Background: an optimization exercise with open tools, aiming at small area, a short achievable clock period and few clock cycles per item. Do not read the settings as production practice.
In this exercise RTL edits were held to simulation tests only and were not proved equivalent to the original.
Power is estimated from default activity; no workload was simulated.

--- design/flow/config.mk ---
export PLATFORM = sky130hd
export DESIGN_NAME = order_book_table_engine_unit
export DESIGN_NICKNAME = order_book_table_engine_unit
export VERILOG_FILES = /design/flow/design.v
export SDC_FILE = /design/flow/constraint.sdc
export NUM_CORES = 4
export LEC_CHECK = 0
export CAP_MARGIN = 20
export CORE_MARGIN = 2
export CORE_UTILIZATION = 40
export SLEW_MARGIN = 20
export SYNTH_MEMORY_MAX_BITS = 8192
--- design/flow/constraint.sdc ---
create_clock -name core_clock -period 10.0 [get_ports {clk}]
set_input_delay 2.0000 -clock core_clock [delete_from_list [all_inputs] [get_ports {clk}]]
set_output_delay 2.0000 -clock core_clock [all_outputs]
set_load 0.01 [all_outputs]
--- design/flow/design.v ---
`default_nettype none
package obte_pkg;
  localparam logic [2:0] KIND_ADD     = 3'd0;
  localparam logic [2:0] KIND_CANCEL  = 3'd1;
  localparam logic [2:0] KIND_REDUCE  = 3'd2;
  localparam logic [2:0] KIND_REPLACE = 3'd3;
  localparam logic [2:0] KIND_DUMP    = 3'd4;
  localparam logic [2:0] ST_DONE      = 3'd0;
  localparam logic [2:0] ST_NOT_FOUND = 3'd1;
  localparam logic [2:0] ST_FULL      = 3'd2;
  localparam logic [2:0] ST_DUMP      = 3'd3;
  localparam logic [2:0] ST_EMPTY     = 3'd4;
  localparam logic [1:0] WR_NEW   = 2'd0;
  localparam logic [1:0] WR_UPD   = 2'd1;
  localparam logic [1:0] WR_SHIFT = 2'd2;
  localparam logic [2:0] OSRC_NEW  = 3'd0;
  localparam logic [2:0] OSRC_RD   = 3'd1;
  localparam logic [2:0] OSRC_MOD  = 3'd2;
  localparam logic [2:0] OSRC_ID   = 3'd3;
  localparam logic [2:0] OSRC_ZERO = 3'd4;
  localparam logic signed [31:0] QTY_MIN = 32'sh8000_0000;
  typedef struct packed {
    logic [31:0]        id;
    logic               side;
    logic signed [31:0] qty;
    logic [31:0]        price;
  } entry_t;
  typedef struct packed {
    logic       ld_in;
    logic       rd_en;
    logic       idx_top;
    logic       idx_dec;
    logic       idx_inc;
    logic       wr_en;
    logic [1:0] wr_sel;
    logic       cnt_inc;
    logic       cnt_dec;
    logic       out_ld;
    logic [2:0] out_src;
    logic [2:0] out_status;
    logic       out_last;
  } cmd_t;
  typedef struct packed {
    logic count_zero;
    logic count_full;
    logic idx_zero;
    logic idx_end;
    logic match;
    logic out_free;
  } sts_t;
endpackage
`default_nettype wire
`default_nettype none
module obte_ram #(
  parameter int W = 97,
  parameter int D = 32
) (
  input  wire logic                               clk,
  input  wire logic                               we,
  input  wire logic [((D > 1) ? $clog2(D) : 1)-1:0] waddr,
  input  wire logic [W-1:0]                       wdata,
  input  wire logic                               re,
  input  wire logic [((D > 1) ? $clog2(D) : 1)-1:0] raddr,
  output logic      [W-1:0]                       rdata
);
  logic [W-1:0] mem [D];
  always_ff @(posedge clk) begin
    if (we) begin
      mem[waddr] <= wdata;
    end
    if (re) begin
      rdata <= mem[raddr];
    end
  end
endmodule
`default_nettype wire
`default_nettype none
module obte_dp #(
  parameter int CAPACITY = 32
) (
  input  wire logic                  clk,
  input  wire logic                  rst_n,
  input  wire logic [2:0]            in_kind,
  input  wire logic [31:0]           in_order_id,
  input  wire logic                  in_side,
  input  wire logic [30:0]           in_quantity,
  input  wire logic [31:0]           in_price,
  input  wire obte_pkg::cmd_t        cmd,
  output obte_pkg::sts_t             sts,
  output logic                       out_valid,
  input  wire logic                  out_stall,
  output logic [2:0]                 out_status,
  output logic [31:0]                out_id,
  output logic                       out_side,
  output logic signed [31:0]         out_quantity,
  output logic [31:0]                out_price,
  output logic                       out_last
);
  localparam int AW = (CAPACITY > 1) ? $clog2(CAPACITY) : 1;
  localparam int CW = $clog2(CAPACITY + 1);
  localparam int EW = 97;   
  logic [2:0]       kind_r;
  logic [31:0]      id_r;
  logic             side_r;
  logic [30:0]      qty_r;
  logic [31:0]      price_r;
  logic [CW-1:0]    count_r, count_nxt;
  logic [AW-1:0]    idx_r, idx_nxt;
  logic             out_valid_r, out_valid_nxt;
  logic [AW-1:0]    wr_addr;
  obte_pkg::entry_t wr_e, new_e, mod_e, rd_e, res_e;
  logic [EW-1:0]    rd_bits;
  logic signed [32:0] diff;
  obte_ram #(.W(EW), .D(CAPACITY)) u_ram (
    .clk   (clk),
    .we    (cmd.wr_en),
    .waddr (wr_addr),
    .wdata (wr_e),
    .re    (cmd.rd_en),
    .raddr (idx_r),
    .rdata (rd_bits)
  );
  assign rd_e = rd_bits;
  always_ff @(posedge clk) begin
    if (cmd.ld_in) begin
      kind_r  <= in_kind;
      id_r    <= in_order_id;
      side_r  <= in_side;
      qty_r   <= in_quantity;
      price_r <= in_price;
    end
  end
  always_comb begin
    new_e.id    = id_r;
    new_e.side  = side_r;
    new_e.qty   = $signed({1'b0, qty_r});
    new_e.price = price_r;
    diff  = $signed({rd_e.qty[31], rd_e.qty}) - $signed({2'b00, qty_r});
    mod_e = rd_e;
    if (kind_r == obte_pkg::KIND_REDUCE) begin
      mod_e.qty = (diff[32] != diff[31]) ? obte_pkg::QTY_MIN : diff[31:0];
    end else begin
      mod_e.qty   = $signed({1'b0, qty_r});
      mod_e.price = price_r;
    end
  end
  always_comb begin
    case (cmd.wr_sel)
      obte_pkg::WR_NEW: begin
        wr_addr = count_r[AW-1:0];
        wr_e    = new_e;
      end
      obte_pkg::WR_UPD: begin
        wr_addr = idx_r;
        wr_e    = mod_e;
      end
      default: begin
        wr_addr = idx_r - AW'(1);
        wr_e    = rd_e;
      end
    endcase
  end
  always_comb begin
    count_nxt = count_r;
    if (cmd.cnt_inc) begin
      count_nxt = count_r + CW'(1);
    end else if (cmd.cnt_dec) begin
      count_nxt = count_r - CW'(1);
    end
    idx_nxt = idx_r;
    if (cmd.idx_top) begin
      idx_nxt = AW'(count_r - CW'(1));
    end else if (cmd.idx_dec) begin
      idx_nxt = idx_r - AW'(1);
    end else if (cmd.idx_inc) begin
      idx_nxt = idx_r + AW'(1);
    end
  end
  always_ff @(posedge clk) begin
    if (!rst_n) begin
      count_r <= '0;
      idx_r   <= '0;
    end else begin
      count_r <= count_nxt;
      idx_r   <= idx_nxt;
    end
  end
  assign sts.count_zero = (count_r == '0);
  assign sts.count_full = (count_r == CW'(CAPACITY));
  assign sts.idx_zero   = (idx_r == '0);
  assign sts.idx_end    = ((CW'(idx_r) + CW'(1)) == count_r);
  assign sts.match      = (rd_e.id == id_r);
  assign sts.out_free   = !out_valid_r || !out_stall;
  always_comb begin
    res_e = '0;
    case (cmd.out_src)
      obte_pkg::OSRC_NEW: res_e = new_e;
      obte_pkg::OSRC_RD:  res_e = rd_e;
      obte_pkg::OSRC_MOD: res_e = mod_e;
      obte_pkg::OSRC_ID:  res_e.id = id_r;
      default:            res_e = '0;
    endcase
  end
  always_comb begin
    out_valid_nxt = out_valid_r;
    if (cmd.out_ld) begin
      out_valid_nxt = 1'b1;
    end else if (!out_stall) begin
      out_valid_nxt = 1'b0;
    end
  end
  always_ff @(posedge clk) begin
    if (!rst_n) begin
      out_valid_r <= 1'b0;
    end else begin
      out_valid_r <= out_valid_nxt;
    end
  end
  always_ff @(posedge clk) begin
    if (cmd.out_ld) begin
      out_status   <= cmd.out_status;
      out_id       <= res_e.id;
      out_side     <= res_e.side;
      out_quantity <= res_e.qty;
      out_price    <= res_e.price;
      out_last     <= cmd.out_last;
    end
  end
  assign out_valid = out_valid_r;
endmodule
`default_nettype wire
`default_nettype none
module obte_ctrl (
  input  wire logic           clk,
  input  wire logic           rst_n,
  input  wire logic           in_valid,
  output logic                in_stall,
  input  wire logic [2:0]     in_kind,
  input  wire obte_pkg::sts_t sts,
  output obte_pkg::cmd_t      cmd
);
  localparam logic [3:0] S_IDLE  = 4'd0;
  localparam logic [3:0] S_DISP  = 4'd1;
  localparam logic [3:0] S_ADD   = 4'd2;
  localparam logic [3:0] S_FULL  = 4'd3;
  localparam logic [3:0] S_NF    = 4'd4;
  localparam logic [3:0] S_EMPTY = 4'd5;
  localparam logic [3:0] S_SRD   = 4'd6;
  localparam logic [3:0] S_SCMP  = 4'd7;
  localparam logic [3:0] S_UPD   = 4'd8;
  localparam logic [3:0] S_CXL   = 4'd9;
  localparam logic [3:0] S_CRD   = 4'd10;
  localparam logic [3:0] S_CWR   = 4'd11;
  localparam logic [3:0] S_DRD   = 4'd12;
  localparam logic [3:0] S_DOUT  = 4'd13;
  logic [3:0] state_r, state_nxt;
  logic [2:0] kind_r, kind_nxt;
  assign in_stall = (state_r != S_IDLE);
  always_comb begin
    state_nxt = state_r;
    kind_nxt  = kind_r;
    cmd       = '0;
    case (state_r)
      S_IDLE: begin
        if (in_valid) begin
          cmd.ld_in = 1'b1;
          kind_nxt  = in_kind;
          state_nxt = S_DISP;
        end
      end
      S_DISP: begin
        case (kind_r)
          obte_pkg::KIND_ADD:
            state_nxt = sts.count_full ? S_FULL : S_ADD;
          obte_pkg::KIND_CANCEL, obte_pkg::KIND_REDUCE, obte_pkg::KIND_REPLACE: begin
            if (sts.count_zero) begin
              state_nxt = S_NF;
            end else begin
              cmd.idx_top = 1'b1;
              state_nxt   = S_SRD;
            end
          end
          obte_pkg::KIND_DUMP: begin
            if (sts.count_zero) begin
              state_nxt = S_EMPTY;
            end else begin
              cmd.idx_top = 1'b1;
              state_nxt   = S_DRD;
            end
          end
          default: state_nxt = S_IDLE;
        endcase
      end
      S_ADD: begin
        if (sts.out_free) begin
          cmd.wr_en      = 1'b1;
          cmd.wr_sel     = obte_pkg::WR_NEW;
          cmd.cnt_inc    = 1'b1;
          cmd.out_ld     = 1'b1;
          cmd.out_src    = obte_pkg::OSRC_NEW;
          cmd.out_status = obte_pkg::ST_DONE;
          cmd.out_last   = 1'b1;
          state_nxt      = S_IDLE;
        end
      end
      S_FULL: begin
        if (sts.out_free) begin
          cmd.out_ld     = 1'b1;
          cmd.out_src    = obte_pkg::OSRC_ID;
          cmd.out_status = obte_pkg::ST_FULL;
          cmd.out_last   = 1'b1;
          state_nxt      = S_IDLE;
        end
      end
      S_NF: begin
        if (sts.out_free) begin
          cmd.out_ld     = 1'b1;
          cmd.out_src    = obte_pkg::OSRC_ID;
          cmd.out_status = obte_pkg::ST_NOT_FOUND;
          cmd.out_last   = 1'b1;
          state_nxt      = S_IDLE;
        end
      end
      S_EMPTY: begin
        if (sts.out_free) begin
          cmd.out_ld     = 1'b1;
          cmd.out_src    = obte_pkg::OSRC_ZERO;
          cmd.out_status = obte_pkg::ST_EMPTY;
          cmd.out_last   = 1'b1;
          state_nxt      = S_IDLE;
        end
      end
      S_SRD: begin
        cmd.rd_en = 1'b1;
        state_nxt = S_SCMP;
      end
      S_SCMP: begin
        if (sts.match) begin
          state_nxt = (kind_r == obte_pkg::KIND_CANCEL) ? S_CXL : S_UPD;
        end else if (sts.idx_zero) begin
          state_nxt = S_NF;
        end else begin
          cmd.idx_dec = 1'b1;
          state_nxt   = S_SRD;
        end
      end
      S_UPD: begin
        if (sts.out_free) begin
          cmd.wr_en      = 1'b1;
          cmd.wr_sel     = obte_pkg::WR_UPD;
          cmd.out_ld     = 1'b1;
          cmd.out_src    = obte_pkg::OSRC_MOD;
          cmd.out_status = obte_pkg::ST_DONE;
          cmd.out_last   = 1'b1;
          state_nxt      = S_IDLE;
        end
      end
      S_CXL: begin
        if (sts.out_free) begin
          cmd.out_ld     = 1'b1;
          cmd.out_src    = obte_pkg::OSRC_RD;
          cmd.out_status = obte_pkg::ST_DONE;
          cmd.out_last   = 1'b1;
          if (sts.idx_end) begin
            cmd.cnt_dec = 1'b1;
            state_nxt   = S_IDLE;
          end else begin
            cmd.idx_inc = 1'b1;
            state_nxt   = S_CRD;
          end
        end
      end
      S_CRD: begin
        cmd.rd_en = 1'b1;
        state_nxt = S_CWR;
      end
      S_CWR: begin
        cmd.wr_en  = 1'b1;
        cmd.wr_sel = obte_pkg::WR_SHIFT;
        if (sts.idx_end) begin
          cmd.cnt_dec = 1'b1;
          state_nxt   = S_IDLE;
        end else begin
          cmd.idx_inc = 1'b1;
          state_nxt   = S_CRD;
        end
      end
      S_DRD: begin
        cmd.rd_en = 1'b1;
        state_nxt = S_DOUT;
      end
      S_DOUT: begin
        if (sts.out_free) begin
          cmd.out_ld     = 1'b1;
          cmd.out_src    = obte_pkg::OSRC_RD;
          cmd.out_status = obte_pkg::ST_DUMP;
          cmd.out_last   = sts.idx_zero;
          if (sts.idx_zero) begin
            state_nxt = S_IDLE;
          end else begin
            cmd.idx_dec = 1'b1;
            state_nxt   = S_DRD;
          end
        end
      end
      default: state_nxt = S_IDLE;
    endcase
  end
  always_ff @(posedge clk) begin
    if (!rst_n) begin
      state_r <= S_IDLE;
      kind_r  <= obte_pkg::KIND_ADD;
    end else begin
      state_r <= state_nxt;
      kind_r  <= kind_nxt;
    end
  end
endmodule
`default_nettype wire
`default_nettype none
module order_book_table_engine_unit #(
  parameter int CAPACITY = 32
) (
  input  wire logic          clk,
  input  wire logic          rst_n,
  input  wire logic          in_valid,
  output logic               in_stall,
  input  wire logic [2:0]    in_kind,
  input  wire logic [31:0]   in_order_id,
  input  wire logic          in_side,
  input  wire logic [30:0]   in_quantity,
  input  wire logic [31:0]   in_price,
  output logic               out_valid,
  input  wire logic          out_stall,
  output logic [2:0]         out_status,
  output logic [31:0]        out_id,
  output logic               out_side,
  output logic signed [31:0] out_quantity,
  output logic [31:0]        out_price,
  output logic               out_last
);
  obte_pkg::cmd_t cmd;
  obte_pkg::sts_t sts;
  obte_ctrl u_ctrl (
    .clk      (clk),
    .rst_n    (rst_n),
    .in_valid (in_valid),
    .in_stall (in_stall),
    .in_kind  (in_kind),
    .sts      (sts),
    .cmd      (cmd)
  );
  obte_dp #(.CAPACITY(CAPACITY)) u_dp (
    .clk          (clk),
    .rst_n        (rst_n),
    .in_kind      (in_kind),
    .in_order_id  (in_order_id),
    .in_side      (in_side),
    .in_quantity  (in_quantity),
    .in_price     (in_price),
    .cmd          (cmd),
    .sts          (sts),
    .out_valid    (out_valid),
    .out_stall    (out_stall),
    .out_status   (out_status),
    .out_id       (out_id),
    .out_side     (out_side),
    .out_quantity (out_quantity),
    .out_price    (out_price),
    .out_last     (out_last)
  );
endmodule
`default_nettype wire
--- design/flow/run.sh ---
#!/bin/bash
# synth_recipe.tcl (not shown) runs the flow's synth.tcl, then flattens the netlist and writes it again
# the make line also repeats each setting of config.mk as NAME=value (left out here)
make -C /OpenROAD-flow-scripts/flow DESIGN_CONFIG=/design/flow/config.mk WORK_HOME=/design/flow/orfs CLKGATE_MAP_FILE= SYNTH_SCRIPT=/design/flow/synth_recipe.tcl finish
==> results.txt <==
FMAX=163.9 MHz; Hold/Removal Path Class=flip-flop to flip-flop; fin nets=about 6300; slew margin rel.=0.1720; hold path cells=2; Reg2Reg Depth=15; RSZ-0062 raised after global routing=no; final count of hold timing violations=0; Post-synth EDFFs=approximately 3400; Via density=just under 6; dpl hpwl=between 150 and 200 mm; CP max-delay cell=nor2_4; clk root buf=clkbuf_16; port bufs=between 200 and 250; share of post-route cells with drive strength above 1=0.2846; Synth Register Bits=3420; hold buffer count at CTS=0; Synth Warn #=3; DR WL/cell=slightly above 30 microns; status=complete, no violations; initial antenna violation count=15; DR WL met3=between 15 and 20 mm; Clk Latency, worst-skew pair=between 0.9 and 1 ns; asr flop ratio synth=0; Die Ht=approximately 580 microns; largest net degree at the start of global routing=between 150 and 200; first-pass GRT wire length=approximately 480 mm; Reg2Reg Launch Point=u_dp.u_ram.rdata[37]$_DFFE_PP_; Slew @ Worst Pin=~1.2 ns; Synth Instances=5744; initial drt markers=6723; Total GRT Usage=0.1971; Die W=580.3 microns; clock skew=between 0.05 and 0.06 ns; Netlist Area Pre-Place=132800 sq um; post-CTS resize count=0; crit path from=out_stall; drt pass-1 iters=6; Most common cell on crit path=buf_4; number of global-route vias before repair=around 64000; GPL Wtd Cong=0.8115; ys flop type=edfxtp_1; endpoints failing setup=0; # Max-Cap Violations=0; Final ANT Viol Nets=0; I/O pins=slightly above 200; Area growth syn-to-layout=14.65%; CP Max Fanout=39; CP arrival=between 6 and 7 ns; Seq/Total Area, Yosys=0.7717; Final Slew Violations=0; Leak Pwr=between 0.04 and 0.05 uW; CTS Buf Count=354; top routing layer in use=met5; Routed Wire Length=336.3 mm; total power draw=about 31000 uW; Pwr per Cell Area=a little over 200 nW/um^2; die area=336700 sq um; met1 wire length=between 100 and 150 mm; Max clock buf depth=4; CTS tree=built; HP Start=u_ctrl.kind_r[1]$_SDFFE_PN0P_; clk slew on worst S/H paths=0.06 ns; fin crit share=0.6103; Initial Utilization=0.4019; post-synth cell types=78; met2 WL=165.6 mm; minimum clock period after layout=a little over 6 ns; vias after detailed routing=between 60000 and 70000; worst endpoint required time=around 11 ns; crit-path cells=clkdlybuf4s50_1, nand2_1, nand3_2, buf_4, nand2_2, buf_4, o22ai_1, a31oi_1, nand3_1, nor2_4, buf_4; Setup CP Type=primary input to flip-flop; worst slack at placement=about 3 ns; core area=approximately 330000 sq um; DP Cell Count=~10000; total global routing overflow=0; Final Worst Setup Slack=between 3 and 4 ns; fin cells=between 10000 and 15000; clk sinks=3420; Avg Inst Size Synth=23.13 sq um; Peak VDD IR=0.1339 mV; Site Rows=between 200 and 250; slowest stage delay, CP=about 0.90 ns; Sum Neg Setup Slack=0 ns; DRC Markers=0; post-CTS setup buffers=0; CTS H-tree lvls=5; CP endpoint kind=flip-flop; syn nets=5884; CP Launch Type=primary input
-- stage by stage --
stage          cell area, sq um    util  hold slack (ns)
2_1_floorplan            132800       -           0.4565
3_3_place_gp             140800  0.4260           0.5082
3_5_place_dp             140800  0.4261           0.5162
4_1_cts                  152100  0.4602           0.5234
5_1_grt                  152300  0.4608           0.5522
6_report                 152300  0.4608           0.5275
-- sequential cells by signal, summed over array words and instances (netlist names) --
name and flops:
u_dp.u_ram.mem 3104, u_dp.u_ram.rdata 97, u_dp.id_r 32, u_dp.out_id 32
u_dp.out_price 32, u_dp.out_quantity 32, u_dp.price_r 32, u_dp.qty_r 31
u_dp.count_r 6, u_dp.idx_r 5, u_ctrl.state_r 4, u_ctrl.kind_r 3
u_dp.kind_r 3, u_dp.out_status 3, u_dp.out_last 1, u_dp.out_side 1
u_dp.out_valid_r 1, u_dp.side_r 1
-- synth_stat cells, types with 3 or more instances --
library cell / instances / area share
edfxtp_1: 3401 / 0.77
mux4_2: 970 / 0.16
nand2_1: 183 / 0.0052
clkbuf_1: 181 / 0.0051
mux2_2: 129 / 0.011
nor2_1: 97 / 0.0027
buf_2: 79 / 0.0030
a22o_1: 68 / 0.0045
a21oi_1: 56 / 0.0021
inv_1: 48 / 0.0014
xor2_1: 46 / 0.0030
o21ai_0: 45 / 0.0017
ha_1: 36 / 0.0034
nand3_1: 36 / 0.0014
a22oi_1: 35 / 0.0020
xnor2_1: 28 / 0.0018
nor3_1: 26 / 0.00098
buf_1: 25 / 0.00071
dfxtp_1: 19 / 0.0029
a21o_1: 17 / 0.00096
a221o_1: 16 / 0.0012
nand2b_1: 14 / 0.00066
buf_6: 12 / 0.0010
a211o_1: 11 / 0.00073
a211oi_1: 11 / 0.00062
and2_1: 11 / 0.00052
nor4_1: 11 / 0.00052
o22ai_1: 10 / 0.00047
nor2b_1: 9 / 0.00042
o21ai_1: 9 / 0.00034
and3_1: 8 / 0.00038
o211ai_1: 7 / 0.00040
or3_1: 7 / 0.00033
a21boi_0: 6 / 0.00034
a31oi_1: 6 / 0.00028
nand4_1: 6 / 0.00028
o21a_1: 6 / 0.00034
a31o_2: 4 / 0.00026
o31ai_1: 4 / 0.00023
or2_2: 4 / 0.00019
o21bai_1: 3 / 0.00017
-- critical path, delay by kind of cell --
kind	cells	cell delay, ns
AOI/OAI and AO/OA	2	0.58
buffers and inverters	4	2.11
and+or+nand+nor	5	1.83
-- cells by family (layout without fill, tap and decap cells) --
kind of cell / count (synthesis) / after routing / share of synthesized area
compound gates: 338 / 338 / 0.01829
buf+inv: 346 / 1019 / 0.01123
other cells: 0 / 36 / 0
mux: 1101 / 1101 / 0.1755
fa+ha+maj: 37 / 37 / 0.003541
flops: 3420 / 3420 / 0.7717
simple gates: 427 / 427 / 0.01474
xor+xnor: 75 / 75 / 0.005001
-- placed cells by master, fill, tap and decap left out, drive strengths merged, types with 13 or more instances in the layout --
cell           Yosys  final
edfxtp          3401   3401
mux4             970    970
clkbuf           181    432
clkdlybuf4s50      0    204
nand2            183    183
clkinv             0    148
buf              117    137
mux2             129    129
nor2              98     98
a22o              68     68
inv               48     58
a21oi             57     57
o21ai             55     55
xor2              46     46
diode              0     36
ha                36     36
nand3             36     36
a22oi             35     35
bufinv             0     31
xnor2             29     29
nor3              27     27
dfxtp             19     19
a21o              17     17
a221o             16     16
nand2b            14     14
nor4              13     13
-- power by group --
group	switching, uW	total, uW	internal (uW)
sequential	125	16400	16300
clock	5450	12900	7440
combinational	1120	1700	582
-- final timing paths --
kind                                          end  slack, ns
setup reg to reg  u_dp.u_ram.mem[1][46]$_DFFE_PP_       4.47
hold reg to reg     u_ctrl.kind_r[1]$_SDFFE_PN0P_       0.53
hold / removal      u_ctrl.kind_r[1]$_SDFFE_PN0P_       0.53
setup / recovery  u_dp.u_ram.mem[5][15]$_DFFE_PP_       3.90
-- layer usage --
metal / GRT usage / vias up
met3: 0.02690 / 505
met4: 0.05926 / 4
li1: - / 25370
met2: 0.3268 / 2306
met5: 0 / -
met1: 0.2722 / 34230
-- layout make-up --
cell class / count / area, sq um
Sequential cell: 3420 / 102500
Inverter: 48 / 185.2
Clock buffer: 432 / 9321
Antenna cell: 36 / 90.09
Clock inverter: 198 / 1939
Fill cell: 27100 / 178200
Multi-Input combinational cell: 1978 / 29320
Timing Repair Buffer: 341 / 3458
Tap cell: 4366 / 5463
Testbench counts, summed over its fixed seeds: cycles 107,177, items 4,000.

[what the ideal ports hide]
The flow's constraints put no driver on any port. The routed layout listed below was extracted and timed again, unchanged, in two steps.
Step 1 assumes that a clkbuf_16 drives the clock port and a buf_2 every other input.
Step 2, shift: input delay + t, output delay - t, t = (earliest + latest rising clock arrival at the registers) / 2. This alone moves slack from input paths to output paths.
a / b / c = ideal ports / drivers / drivers and shift; a / b = the first two.
shift t [ns]: 1.005
setup WS [ns]: 3.897 / 3.961 / 2.956
worst hold slack (ns): 0.528 / 0.528 / 0.528
latest minus earliest clock arrival (ns): 0.073 / 0.072
worst slew at a driven data input, ns: 0.11
After both steps setup and hold are still met in this run. The setup slack of this run moves by +0.064 ns with the drivers and by -0.941 ns with both steps.
